This design comes from an exercise in tuning for small area and a short achievable clock period on the open sky130 flow, not from production work.
The RTL was checked by simulation tests, not by an equivalence proof against the original design.
No activity file was given, so power comes from the tool's default toggle rates.

==> flow/design.v <==
module bp_nand4 (input logic a, b, c, d, output logic y);
  assign y = ~(a & b & c & d);
endmodule
module bp_nand3 (input logic a, b, c, output logic y);
  assign y = ~(a & b & c);
endmodule
module bp_nand2 (input logic a, b, output logic y);
  assign y = ~(a & b);
endmodule
module bp_nor3 (input logic a, b, c, output logic y);
  assign y = ~(a | b | c);
endmodule
module bp_nor2 (input logic a, b, output logic y);
  assign y = ~(a | b);
endmodule
module bp_inv (input logic a, output logic y);
  assign y = ~a;
endmodule
module bp_xnor2 (input logic a, b, output logic y);
  assign y = ~(a ^ b);
endmodule
module bp_mux2i (input logic s, a0, a1, output logic y);
  assign y = ~(s ? a1 : a0);
endmodule
module bp_dec (
  input  logic [4:0]  idx,
  output logic [31:0] sel
);
  logic [4:0] idx_n;
  logic [3:0] lo_n;
  logic [7:0] hi_n;
  for (genvar i = 0; i < 5; i++) begin : g_inv
    bp_inv u_iv (.a(idx[i]), .y(idx_n[i]));
  end
  for (genvar i = 0; i < 4; i++) begin : g_lo
    bp_nand2 u_nd (.a(i[0] ? idx[0] : idx_n[0]), .b(i[1] ? idx[1] : idx_n[1]), .y(lo_n[i]));
  end
  for (genvar i = 0; i < 8; i++) begin : g_hi
    bp_nand3 u_nd (.a(i[0] ? idx[2] : idx_n[2]), .b(i[1] ? idx[3] : idx_n[3]),
                   .c(i[2] ? idx[4] : idx_n[4]), .y(hi_n[i]));
  end
  for (genvar k = 0; k < 32; k++) begin : g_sel
    bp_nor2 u_nr (.a(lo_n[k % 4]), .b(hi_n[k / 4]), .y(sel[k]));
  end
endmodule
module bp_rd8 (
  input  logic [7:0] sel,
  input  logic [7:0] d,
  output logic       y
);
  assign y = |(sel & d);
endmodule
module bp_rdbit (
  input  logic [31:0] sel,
  input  logic [31:0] d,
  output logic        y
);
  logic [3:0] g;
  logic [1:0] h_n;
  for (genvar i = 0; i < 4; i++) begin : g_rd
    bp_rd8 u_rd (.sel(sel[8*i +: 8]), .d(d[8*i +: 8]), .y(g[i]));
  end
  bp_nor2  u_nr0 (.a(g[0]), .b(g[1]), .y(h_n[0]));
  bp_nor2  u_nr1 (.a(g[2]), .b(g[3]), .y(h_n[1]));
  bp_nand2 u_nd  (.a(h_n[0]), .b(h_n[1]), .y(y));
endmodule
module bp_match_n (
  input  logic [24:0] tag,
  input  logic [24:0] pc_tag,
  input  logic        valid,
  input  logic        ctr1,
  input  logic        sel,
  output logic        m_n
);
  logic [26:0] eq;
  logic [8:0]  l1_n;
  logic [2:0]  l2;
  for (genvar b = 0; b < 25; b++) begin : g_eq
    bp_xnor2 u_eq (.a(tag[b]), .b(pc_tag[b]), .y(eq[b]));
  end
  assign eq[25] = valid;
  assign eq[26] = ctr1;
  for (genvar i = 0; i < 9; i++) begin : g_l1
    bp_nand3 u_nd (.a(eq[3*i]), .b(eq[3*i+1]), .c(eq[3*i+2]), .y(l1_n[i]));
  end
  for (genvar i = 0; i < 3; i++) begin : g_l2
    bp_nor3 u_nr (.a(l1_n[3*i]), .b(l1_n[3*i+1]), .c(l1_n[3*i+2]), .y(l2[i]));
  end
  bp_nand4 u_m (.a(l2[0]), .b(l2[1]), .c(l2[2]), .d(sel), .y(m_n));
endmodule
module bp_inc_n (
  input  logic [31:0] pc,
  output logic [31:0] y_n
);
  assign y_n = ~{pc[31:2] + 30'd1, pc[1:0]};
endmodule
module branch_predictor (
  input  logic        clk,
  input  logic        reset,
  input  logic [31:0] if_pc,
  output logic        pred_taken,
  output logic [31:0] pred_next_pc,
  input  logic        ex_valid,
  input  logic        ex_is_branch,
  input  logic        ex_is_jump,
  input  logic [31:0] ex_pc,
  input  logic [31:0] ex_target,
  input  logic        ex_taken
);
  logic        valid_r  [32];
  logic [24:0] tag_r    [32];
  logic [31:0] target_r [32];
  logic [1:0]  ctr_r    [32];
  logic [31:0] sel_a_s, sel_b_s, m_n_s;
  logic [31:0] col_tgt_s [32];
  logic [31:0] tgt_rd_s, tgt_rd_n_s, inc_n_s;
  logic [7:0]  or8_s;
  logic [3:0]  or16_n_s;
  logic [1:0]  or32_s;
  logic [3:0]  pt_n_s;
  always_comb
    for (int k = 0; k < 32; k++)
      for (int b = 0; b < 32; b++) col_tgt_s[b][k] = target_r[k][b];
  bp_dec u_dec_a (.idx(if_pc[6:2]), .sel(sel_a_s));
  bp_dec u_dec_b (.idx(if_pc[6:2]), .sel(sel_b_s));
  for (genvar k = 0; k < 32; k++) begin : g_ent
    bp_match_n u_m (.tag(tag_r[k]), .pc_tag(if_pc[31:7]), .valid(valid_r[k]),
                    .ctr1(ctr_r[k][1]), .sel(sel_a_s[k]), .m_n(m_n_s[k]));
  end
  for (genvar i = 0; i < 8; i++) begin : g_or8
    bp_nand4 u_nd (.a(m_n_s[4*i]), .b(m_n_s[4*i+1]), .c(m_n_s[4*i+2]), .d(m_n_s[4*i+3]),
                   .y(or8_s[i]));
  end
  for (genvar i = 0; i < 4; i++) begin : g_or16
    bp_nor2 u_nr (.a(or8_s[2*i]), .b(or8_s[2*i+1]), .y(or16_n_s[i]));
  end
  for (genvar i = 0; i < 2; i++) begin : g_or32
    bp_nand2 u_nd (.a(or16_n_s[2*i]), .b(or16_n_s[2*i+1]), .y(or32_s[i]));
  end
  for (genvar i = 0; i < 4; i++) begin : g_pt
    bp_nor2 u_nr (.a(or32_s[0]), .b(or32_s[1]), .y(pt_n_s[i]));
  end
  bp_inv u_pto (.a(pt_n_s[0]), .y(pred_taken));
  bp_inc_n u_inc (.pc(if_pc), .y_n(inc_n_s));
  for (genvar b = 0; b < 32; b++) begin : g_tgt
    bp_rdbit  u_rd  (.sel(sel_b_s), .d(col_tgt_s[b]), .y(tgt_rd_s[b]));
    bp_inv    u_iv  (.a(tgt_rd_s[b]), .y(tgt_rd_n_s[b]));
    bp_mux2i  u_out (.s(pt_n_s[b / 8]), .a0(tgt_rd_n_s[b]), .a1(inc_n_s[b]),
                     .y(pred_next_pc[b]));
  end
  logic [31:0] ex_sel_s;
  logic [31:0] col_tag_s [25];
  logic [31:0] col_val_s, col_c0_s, col_c1_s;
  logic [24:0] ex_tag_rd_s;
  logic [26:0] ex_eq_s;
  logic [8:0]  ex_l1_n_s;
  logic [2:0]  ex_l2_s;
  logic [1:0]  ex_ctr_s, ctr_nxt_s;
  logic        ex_hit_n_s, ex_hit_s, upd_s, taken_s;
  always_comb
    for (int k = 0; k < 32; k++) begin
      for (int b = 0; b < 25; b++) col_tag_s[b][k] = tag_r[k][b];
      col_val_s[k] = valid_r[k];
      col_c0_s[k]  = ctr_r[k][0];
      col_c1_s[k]  = ctr_r[k][1];
    end
  bp_dec u_dec_ex (.idx(ex_pc[6:2]), .sel(ex_sel_s));
  for (genvar b = 0; b < 25; b++) begin : g_ex_tag
    bp_rdbit u_rd (.sel(ex_sel_s), .d(col_tag_s[b]), .y(ex_tag_rd_s[b]));
    bp_xnor2 u_eq (.a(ex_tag_rd_s[b]), .b(ex_pc[7+b]), .y(ex_eq_s[b]));
  end
  bp_rdbit u_rd_val (.sel(ex_sel_s), .d(col_val_s), .y(ex_eq_s[25]));
  assign ex_eq_s[26] = 1'b1;
  bp_rdbit u_rd_c0 (.sel(ex_sel_s), .d(col_c0_s), .y(ex_ctr_s[0]));
  bp_rdbit u_rd_c1 (.sel(ex_sel_s), .d(col_c1_s), .y(ex_ctr_s[1]));
  for (genvar i = 0; i < 8; i++) begin : g_ex_l1
    bp_nand3 u_nd (.a(ex_eq_s[3*i]), .b(ex_eq_s[3*i+1]), .c(ex_eq_s[3*i+2]), .y(ex_l1_n_s[i]));
  end
  bp_nand2 u_ex_l1_8 (.a(ex_eq_s[24]), .b(ex_eq_s[25]), .y(ex_l1_n_s[8]));
  for (genvar i = 0; i < 3; i++) begin : g_ex_l2
    bp_nor3 u_nr (.a(ex_l1_n_s[3*i]), .b(ex_l1_n_s[3*i+1]), .c(ex_l1_n_s[3*i+2]), .y(ex_l2_s[i]));
  end
  bp_nand3 u_ex_hit (.a(ex_l2_s[0]), .b(ex_l2_s[1]), .c(ex_l2_s[2]), .y(ex_hit_n_s));
  assign ex_hit_s = ~ex_hit_n_s;
  always_comb begin
    upd_s    = ex_valid && (ex_is_branch || ex_is_jump);
    taken_s  = ex_is_jump || ex_taken;
    if (ex_is_jump)
      ctr_nxt_s = 2'b11;
    else if (!ex_hit_s)
      ctr_nxt_s = 2'b10;
    else if (taken_s)
      ctr_nxt_s = (ex_ctr_s == 2'b11) ? 2'b11 : ex_ctr_s + 2'b01;
    else
      ctr_nxt_s = (ex_ctr_s == 2'b00) ? 2'b00 : ex_ctr_s - 2'b01;
  end
  always_ff @(posedge clk) begin
    if (reset) begin
      for (int i = 0; i < 32; i++) valid_r[i] <= 1'b0;
    end else if (upd_s && taken_s) begin
      valid_r[ex_pc[6:2]] <= 1'b1;
    end
  end
  always_ff @(posedge clk) begin
    if (upd_s && taken_s)
      tag_r[ex_pc[6:2]] <= ex_pc[31:7];
  end
  always_ff @(posedge clk) begin
    if (upd_s && (taken_s || ex_hit_s)) begin
      target_r[ex_pc[6:2]] <= ex_target;
      ctr_r[ex_pc[6:2]]    <= ctr_nxt_s;
    end
  end
endmodule
clock: 7.0 ns
lec_check: 0
cap_margin: 20
core_margin: 2
core_utilization: 65
setup_slack_margin: 2.2
slew_margin: 20
synth_hierarchical: 1
synth_minimum_keep_size: 0
run.sh (not shown) runs the stock make flow with config.mk's settings and CLKGATE_MAP_FILE= SYNTH_SCRIPT=/design/flow/synth_recipe.tcl, a recipe that flattens the netlist after the stock synthesis.
The first run finished with timing, DRC and antenna clean.
==> next run, changes <==
CTS_BUF_LIST = sky130_fd_sc_hd__clkbuf_8 sky130_fd_sc_hd__clkbuf_16   (was default)
CTS_CLUSTER_DIAMETER = 60   (was default)
CTS_CLUSTER_SIZE = 28   (was default)
Effect:
- final area goes down slightly
- power goes down by a few percent
- wire length goes down by a few percent
- utilization goes down by 1.6 points
- count of clock-buffer cells in the layout goes down by 95
- final cell count goes down slightly
- critical path depth does not change
- die area stays the same
- setup slack improves by 86 ps
- via count goes down by a few percent
- area after synthesis is unchanged

## afterwards: timing with drivers on the ports
The flow's constraints put no driver on any port. The routed layouts listed below were extracted and timed again, unchanged, in two steps.
Step 1 assumes that a clkbuf_16 drives the clock port and a buf_2 every other input.
Step 2 adds t to the input delays and takes it off the output delays; t is the mean of the earliest and latest rising clock arrival at the registers after step 1. Input paths then give back, and output paths get back, about the clock's delay inside the block.
Slacks: ideal / step 1 / step 2; pairs: ideal / step 1.
run | t, ns | slack for setup (ns) | cell pins on the clock port's net
the first run | 0.909 | 1.802 / 1.767 / 1.230 | 1
the second run | 0.868 | 1.889 / 1.826 / 1.341 | 1
After both steps setup and hold are still met in every run listed. The setup slack of the first run, which loses most, moves by -0.035 ns with the drivers and by -0.572 ns with both steps.
